Source: an optimization exercise on an open RTL-to-GDS flow (aim: small area, a short achievable clock period and few clock cycles). Production flows keep margins and buffers that such runs may drop. Function not checked in this run: the RTL went through the layout flow alone. Power is estimated from default activity; no workload was simulated.

## flow/design.v

```verilog
package phi_copy_sequencer_pkg;
    localparam int unsigned DEF_ID_W = 16;
    localparam logic [DEF_ID_W-1:0] DEF_TEMP_ID = 16'hFFFF;
endpackage
module copy_ready_picker #(
    parameter int unsigned N = 8
) (
    input  logic [N-1:0]        req,
    input  logic [N-1:0][N-1:0] older,
    output logic [N-1:0]        gnt,
    output logic                any
);
    always_comb begin
        for (int s = 0; s < int'(N); s++)
            gnt[s] = req[s] && !(|(req & older[s]));
        any = |req;
    end
endmodule
module phi_copy_sequencer
#(
    parameter int unsigned     ID_W       = phi_copy_sequencer_pkg::DEF_ID_W,
    parameter int unsigned     MAX_COPIES = 8,
    parameter logic [ID_W-1:0] TEMP_ID    = ID_W'(phi_copy_sequencer_pkg::DEF_TEMP_ID)
) (
    input  logic            clk,
    input  logic            rst,
    input  logic            in_valid,
    output logic            in_ready,
    input  logic [ID_W-1:0] in_dest,
    input  logic [ID_W-1:0] in_src,
    input  logic            in_last,
    output logic            out_valid,
    input  logic            out_ready,
    output logic [ID_W-1:0] out_dest,
    output logic [ID_W-1:0] out_src,
    output logic            out_last,
    output logic            out_nop,
    output logic            err_overflow,
    output logic            err_dup
);
    localparam int unsigned S    = MAX_COPIES;           
    localparam int unsigned TW   = 2;                    
    localparam int unsigned NCTX = 1 << TW;
    localparam int unsigned CW   = $clog2(MAX_COPIES + 1);
    localparam int unsigned OW   = $clog2(S + 3);
    logic            r_v, r_last;
    logic [TW-1:0]   r_tag, in_tag;
    logic [ID_W-1:0] r_dest, r_src;
    logic [S-1:0]                 v;         
    logic [S-1:0]                 sv;        
    logic [S-1:0]                 tmp;       
    logic [S-1:0][TW-1:0]         tg;        
    logic [S-1:0][ID_W-1:0]       dest, src;
    logic [S-1:0][S-1:0]          rd;        
    logic [S-1:0][S-1:0]          yng;       
    logic [NCTX-1:0]              done;      
    logic [NCTX-1:0][CW-1:0]      cnt;       
    logic [NCTX-1:0]              f_ovf, f_dup;
    logic [TW-1:0]                e_tag;     
    logic [OW-1:0]                occ;       
    logic            p_v, p_save, p_last, p_nop, p_ovf, p_dup;
    logic [S-1:0]    p_sel;
    logic [S-1:0] same_c, eq_dd, eq_sd, eq_ds, dupm, hold, freev, alloc;
    logic         self_cp, dup_hit, full, ins, dupw, ovf_set;
    always_comb begin
        for (int s = 0; s < int'(S); s++) begin
            same_c[s] = v[s] && (tg[s] == r_tag);
            eq_dd[s]  = (dest[s] == r_dest);
            eq_sd[s]  = (src[s]  == r_dest);
            eq_ds[s]  = (dest[s] == r_src);
        end
        dupm    = same_c & eq_dd;
        dup_hit = |dupm;
        self_cp = (r_dest == r_src);
        full    = (cnt[r_tag] == CW'(MAX_COPIES));
        ins     = r_v && !self_cp && !dup_hit && !full;
        dupw    = r_v && !self_cp && dup_hit;
        ovf_set = r_v && !self_cp && !dup_hit && full;
        hold    = (p_v && !p_save && !p_nop) ? p_sel : '0;
        freev   = ~v & ~hold;
        alloc   = freev & (~freev + S'(1));
    end
    logic [S-1:0]        em, blocked, ready, sel_r, sel_v, sel;
    logic [S-1:0][S-1:0] older;
    logic                any_r, any_v, act, is_nop, is_last, adv_o, adv_e;
    logic                fire, mv, sav, fin;
    always_comb begin
        for (int s = 0; s < int'(S); s++) begin
            em[s]      = v[s] && (tg[s] == e_tag);
            blocked[s] = !sv[s] && |(rd[s] & v);
            for (int r = 0; r < int'(S); r++)
                older[s][r] = (r < s) ? yng[r][s] : (r > s) ? !yng[s][r] : 1'b0;
        end
        ready = em & ~blocked;
    end
    copy_ready_picker #(.N(S)) u_pick_r (.req(ready), .older(older), .gnt(sel_r), .any(any_r));
    copy_ready_picker #(.N(S)) u_pick_v (.req(em),    .older(older), .gnt(sel_v), .any(any_v));
    assign act     = done[e_tag];
    assign is_nop  = (cnt[e_tag] == '0);
    assign is_last = (cnt[e_tag] == CW'(1));
    assign adv_o   = !out_valid || out_ready;
    assign adv_e   = !p_v || adv_o;
    assign fire    = act && adv_e;
    assign mv      = fire && !is_nop && any_r;
    assign sav     = fire && !is_nop && !any_r;
    assign fin     = fire && (is_nop || (any_r && is_last));
    assign sel     = any_r ? sel_r : sel_v;
    logic            acc;
    logic [TW-1:0]   in_tag_nxt;
    logic [NCTX-1:0] done_nxt;
    logic            rel;
    assign acc        = in_valid && in_ready;
    assign in_tag_nxt = (acc && in_last) ? in_tag + TW'(1) : in_tag;
    assign rel        = adv_o && p_v && !p_save && !p_nop;
    always_comb begin
        for (int k = 0; k < int'(NCTX); k++)
            done_nxt[k] = (done[k] || (r_v && r_last && r_tag == TW'(k))) && !(fin && e_tag == TW'(k));
    end
    always_ff @(posedge clk) begin
        r_dest <= in_dest;
        r_src  <= in_src;
        r_last <= in_last;
        r_tag  <= in_tag;
    end
    always_ff @(posedge clk or posedge rst) begin
        if (rst) begin
            r_v      <= 1'b0;
            in_tag   <= '0;
            in_ready <= 1'b1;
            occ      <= '0;
        end else begin
            r_v      <= acc;
            in_tag   <= in_tag_nxt;
            occ      <= occ + OW'(ins) - OW'(rel);
            in_ready <= !done_nxt[in_tag_nxt] &&
                        ((occ + OW'(r_v) + OW'(acc) - OW'(rel) <= OW'(S - 1)) ||
                         (cnt[in_tag_nxt] == CW'(MAX_COPIES)));
        end
    end
    always_ff @(posedge clk or posedge rst) begin
        if (rst) v <= '0;
        else     v <= (v & ~(mv ? sel_r : '0)) | (ins ? alloc : '0);
    end
    always_ff @(posedge clk) begin
        for (int s = 0; s < int'(S); s++) begin
            if (alloc[s]) begin
                tg[s]   <= r_tag;
                dest[s] <= r_dest;
                sv[s]   <= 1'b0;
                tmp[s]  <= 1'b0;
            end else if (sav) begin
                if (sel_v[s]) sv[s] <= 1'b1;
                if (|(sel_v & rd_col(s)) && v[s]) tmp[s] <= 1'b1;
            end
            if (alloc[s] || (dupw && dupm[s])) src[s] <= r_src;
            for (int j = 0; j < int'(S); j++) begin
                if (j != s) begin
                    if (alloc[j] || (dupw && dupm[j])) rd[s][j] <= eq_ds[s] && same_c[s];
                    else if (alloc[s])                 rd[s][j] <= eq_sd[j] && same_c[j];
                    if (j > s) begin
                        if (alloc[j])      yng[s][j] <= 1'b1;
                        else if (alloc[s]) yng[s][j] <= 1'b0;
                    end
                end
            end
        end
    end
    function automatic logic [S-1:0] rd_col(input int j);
        for (int i = 0; i < int'(S); i++) rd_col[i] = rd[i][j];
    endfunction
    always_ff @(posedge clk or posedge rst) begin
        if (rst) begin
            done  <= '0;
            cnt   <= '0;
            f_ovf <= '0;
            f_dup <= '0;
            e_tag <= '0;
        end else begin
            done <= done_nxt;
            for (int k = 0; k < int'(NCTX); k++) begin
                cnt[k] <= cnt[k] + CW'(ins && r_tag == TW'(k)) - CW'(mv && e_tag == TW'(k));
                if (fin && e_tag == TW'(k)) begin
                    f_ovf[k] <= 1'b0;
                    f_dup[k] <= 1'b0;
                end else begin
                    if (ovf_set && r_tag == TW'(k)) f_ovf[k] <= 1'b1;
                    if (dupw    && r_tag == TW'(k)) f_dup[k] <= 1'b1;
                end
            end
            if (fin) e_tag <= e_tag + TW'(1);
        end
    end
    always_ff @(posedge clk or posedge rst) begin
        if (rst) p_v <= 1'b0;
        else if (adv_e) p_v <= act;
    end
    always_ff @(posedge clk) begin
        if (adv_e) begin
            p_sel  <= is_nop ? '0 : sel;
            p_save <= !is_nop && !any_r;
            p_last <= is_nop || (any_r && is_last);
            p_nop  <= is_nop;
            p_ovf  <= f_ovf[e_tag];
            p_dup  <= f_dup[e_tag];
        end
    end
    logic [ID_W-1:0] d_mux, s_mux;
    logic            t_mux;
    always_comb begin
        d_mux = '0;
        s_mux = '0;
        t_mux = 1'b0;
        for (int s = 0; s < int'(S); s++) begin
            d_mux |= p_sel[s] ? dest[s] : '0;
            s_mux |= p_sel[s] ? src[s]  : '0;
            t_mux |= p_sel[s] & tmp[s];
        end
    end
    always_ff @(posedge clk or posedge rst) begin
        if (rst) out_valid <= 1'b0;
        else if (adv_o) out_valid <= p_v;
    end
    always_ff @(posedge clk) begin
        if (adv_o) begin
            out_dest     <= p_save ? TEMP_ID : d_mux;
            out_src      <= p_save ? d_mux : (t_mux ? TEMP_ID : s_mux);
            out_last     <= p_last;
            out_nop      <= p_nop;
            err_overflow <= p_ovf;
            err_dup      <= p_dup;
        end
    end
endmodule
```

## flow/run.sh

```bash
#!/bin/bash
# synth_recipe.tcl (not shown) runs the flow's synth.tcl, then flattens the netlist and writes it again
# the make line also repeats each setting of config.mk as NAME=value (left out here)
make -C /OpenROAD-flow-scripts/flow DESIGN_CONFIG=/design/flow/config.mk WORK_HOME=/design/flow/orfs CLKGATE_MAP_FILE= SYNTH_SCRIPT=/design/flow/synth_recipe.tcl finish
```

## flow/config.mk

```make
export PLATFORM = sky130hd
export DESIGN_NAME = phi_copy_sequencer
export DESIGN_NICKNAME = phi_copy_sequencer
export VERILOG_FILES = /design/flow/design.v
export SDC_FILE = /design/flow/constraint.sdc
export NUM_CORES = 4
export LEC_CHECK = 0
export CAP_MARGIN = 20
export CORE_MARGIN = 2
export CORE_UTILIZATION = 30
export SLEW_MARGIN = 20
```

## flow/constraint.sdc

```tcl
create_clock -name core_clock -period 7.0 [get_ports {clk}]
set_input_delay 1.4000 -clock core_clock [delete_from_list [all_inputs] [get_ports {clk}]]
set_output_delay 1.4000 -clock core_clock [all_outputs]
set_load 0.01 [all_outputs]
```

==> flow_summary.yaml <==
routing:
  drtIter0Drc: 2889
  vias_per_cell: 5.690
  drtAntennaViolNets: 0
  drt_pre_antenna_iters: 6
  num_vias: 18870
  wire_per_inst_um: 27.77
  drcViolationCount: 0
  drt-total-wl_um: 92120
setup_path:
  crit_path_start: "p_sel[1]"
  worstPathRequired_ns: 7.26
  r2r-start: "p_sel[1]"
  worstSetupPathType: "reg -> reg"
  cp-end-kind: "flip-flop"
  start_kind: "flip-flop"
  path_max_fanout: 34
  cp.arrival_ns: 4.82
logic_synthesis:
  synth.distinct_cells: 75
  synthTopCellsByArea: "edfxtp_1 44%, xnor2_1 11%, dfxtp_1 6.2%, dfrtp_1 4.6%, xor2_1 4.3%"
  syn_area_um2: 25460
  synth_ff_type: "edfxtp_1"
  synth_edf_count: 377
  ys_warn_count: 10
  async_flop_share_pct: 9.524
  ys_seq_elements: 504
  synth_area_leader_cell: "edfxtp_1"
  syn_avg_cell_area_um2: 12.20
  yosysSeqAreaShare_pct: 55.40
  synth_top_area_share_pct: 44.47
  synth_nets: 2156
  syn-instance-count: 2087
sta:
  worstMarginPinSlew_ns: 1.219
  hold_violations: 0
  fin_crit_ns: 4.565
  period_share_pct: 65.21
  timing.slew.headroom_pct: 18.32
  holdWs_ns: 0.3980
  setup_viol: 0
  fin_setup_tns_ns: 0
  drv_slew: 0
  skew_ns: 0.03597
  grt_setup_unrepaired: "false"
  fmax_mhz: 219.1
placed_design:
  gp_congestion: 0.9309
  io_buffers: 74
  hpwl_um: 62810
global_route:
  grtUsageTotal_pct: 20.79
  antenna_found_initial: 0
  first_global_vias: 18690
  grt-ovfl-total: 0
  grt_max_degree: 49
  grt_pass1_wl_um: 133500
final_layout:
  post_route_cells_drive_above_1_share_pct: 9.116
  regArea_um2: 14110
  fill_cells: 8358
  diodes: 0
  multi_input_area_um2: 10360
  area_growth_pct: 14.79
  nNetsFinal: 2204
clock_network:
  cts_buffers: 56
  root_buffer: "clkbuf_16"
  hold_buffers: 0
  clock_latency_ns: 0.65
  clkSlewWorstSetupHoldPaths_ns: 0.06
  clk_path_buf_depth: 3
  post_cts_resized: 0
  clock-sinks: 504
  post_cts_buffers: 0
  cts_tree: "built"
  ctsHtreeMaxLevel: 2
hold_path:
  hp-start: "in_tag[1]"
  hp-class: "reg -> reg"
flow_run:
  drv_cap: 0
power:
  p_clk_share_pct: 46.5
  p_leak_nw: 10.06
  p_int_mw: 5.182
  power_frac_comb_pct: 5.3
  seqPwrFrac_pct: 48.2
  powerDensity_nw_per_um2: 230.8
  switchingPower_mw: 1.562
  switching_share_pct: 23.16
  worst_ir_drop_vdd_mv: 0.1897
floorplan:
  dieArea_um2: 87210
  fp.coreArea_um2: 83820
  rows: 106
  chipHeight_um: 295.3
  io-pin-count: 75
  start_util_pct: 30.37
  die_w_um: 295.3
status:
  status: "no timing/DRC/antenna violations"
==> worst paths after layout <==
check | slack (ns) | to | cells after the start
setup reg to reg | 2.44 | src[85] | 9
hold / removal | 0.40 | r_tag[1] | 0
setup / recovery | 2.44 | src[85] | 9
max in group asynchronous | 5.27 | occ[1] | 2
min in group asynchronous | 1.22 | cnt[10] | 2
hold reg to reg | 0.40 | r_tag[1] | 0
==> power by group through the flow <==
stage	clock, mW	combinational (mW)	sequential [mW]
after CTS	3.18	0.351	3.25
after floorplan	0	0.211	3.30
final	3.14	0.358	3.25
after detailed placement	0	0.350	3.31
after global routing	3.30	0.371	3.25
after global placement	0	0.350	3.31
==> layer usage <==
| layer | share of wire [%] | wire [µm] | vias up | track usage, % |
|---|---|---|---|---|
| met1 | 40 | 37200 | 9437 | 28.21 |
| met4 | 4.3 | 3982 | 0 | 8.518 |
| li1 | - | - | 7927 | - |
| met3 | 10 | 9341 | 245 | 4.112 |
| met2 | 45 | 41590 | 1265 | 32.46 |
| met5 | 0 | 0 | - | 0 |
==> registers in the layout (all words and copies together) (netlist names), 16 cells and up <==
name,flops
cnt,16
dest,128
older,28
out_dest,16
out_src,16
r_dest,16
r_src,16
rd,56
src,128
tg,16
==> cells in the mapped netlist, types with 16 or more instances <==
cell / count
a22oi_1: 104
edfxtp_1: 377
a222oi_1: 17
nand3_1: 35
xor2_1: 125
o21ai_0: 69
a221oi_1: 32
clkbuf_1: 55
nand4_1: 89
dfrtp_1: 47
inv_1: 64
xnor2_1: 322
and3_1: 16
nor3_1: 21
a32oi_1: 16
and4_1: 16
a21oi_1: 37
nor2_1: 37
nor4_1: 52
a22o_1: 36
nand2b_1: 20
ha_1: 27
dfxtp_1: 79
nand2_1: 129
buf_4: 21
buf_2: 50
==> area by class of cell <==
class                           count  area share (%)
Inverter                           68          0.8777
Multi-Input combinational cell   1376           35.44
Clock inverter                     29           1.409
Tap cell                         1134           4.855
Clock buffer                       77           5.202
Timing Repair Buffer              129           3.947
Sequential cell                   504           48.27
==> cell usage in the layout (no fill, tap or decap), types with 7 or more instances in the layout <==
cell type	n
nand4_1	89
clkbuf_1	17
mux4_2	7
bufinv_16	8
a2111oi_0	9
a31oi_1	7
a22o_1	36
o22ai_1	12
nand2_1	129
o21ai_0	69
edfxtp_1	377
clkinv_2	8
a32o_1	8
inv_1	62
nor4_1	52
a222oi_1	17
nand2b_1	20
dfrtp_1	47
and4_1	16
a221oi_1	32
a21oi_1	37
clkdlybuf4s50_1	74
buf_4	55
o2111ai_1	11
and3_1	16
a21oi_2	10
nor2b_1	8
ha_1	27
a32oi_1	16
xor2_1	125
nor3_1	21
nand3_1	35
clkbuf_16	56
dfxtp_1	78
o21ai_1	10
a22oi_1	104
a21o_1	11
xnor2_1	322
nor2_1	37
==> cell families after synthesis <==
| kind of cell | synth area share, % |
|---|---|
| flops | 55.40 |
| mux | 0.6192 |
| xor+xnor | 15.63 |
| fa+ha+maj | 1.720 |
| simple gates | 10.19 |
| compound gates | 12.50 |
| buf+inv | 3.937 |
==> critical path: stages, from the launching register on <==
cell       delay, ns
edfxtp_1        0.33
buf_4           0.50
nor4bb_1        0.44
o22a_2          0.26
nand4bb_1       0.14
nand2b_1        0.71
inv_2           0.70
a21oi_1         0.20
buf_4           0.24
inv_1           0.63
==> stage by stage <==
step                cell area, µm²  instances  util (%)  total power, mW  setup WS [ns]
floorplan                    25460       2087         -            3.512          3.255
global placement             27290       3211     32.56            3.660          2.239
CTS                          29220       3317     34.86            6.780          2.507
global route                 29220       3317     34.87            6.918          2.179
detailed placement           27290       3211     32.56            3.661          2.164
finish                       29220       3317     34.87            6.744          2.435

## separate check: timing with driven ports
In the flow no input, the clock included, has a driving cell. The finished layout below was timed again as built, in two steps. Step 1: set_driving_cell puts a clkbuf_16 on clk and a buf_2 on each other input, an assumption about the parent block. Step 2 adds t to the input delays and takes it off the output delays; t is the mean of the earliest and latest rising clock arrival at the registers after step 1. Input paths then give back, and output paths get back, about the clock's delay inside the block. Slacks: ideal ports / drivers / drivers and shift; pairs: ideal ports / drivers.
t (ns): 0.697
slack for setup (ns): 2.435 / 2.435 / 2.160
slew at the worst register clock pin (ns): 0.07 / 0.07
After both steps setup and hold are still met in this run. The setup slack of this run moves by 0.000 ns with the drivers and by -0.275 ns with both steps.
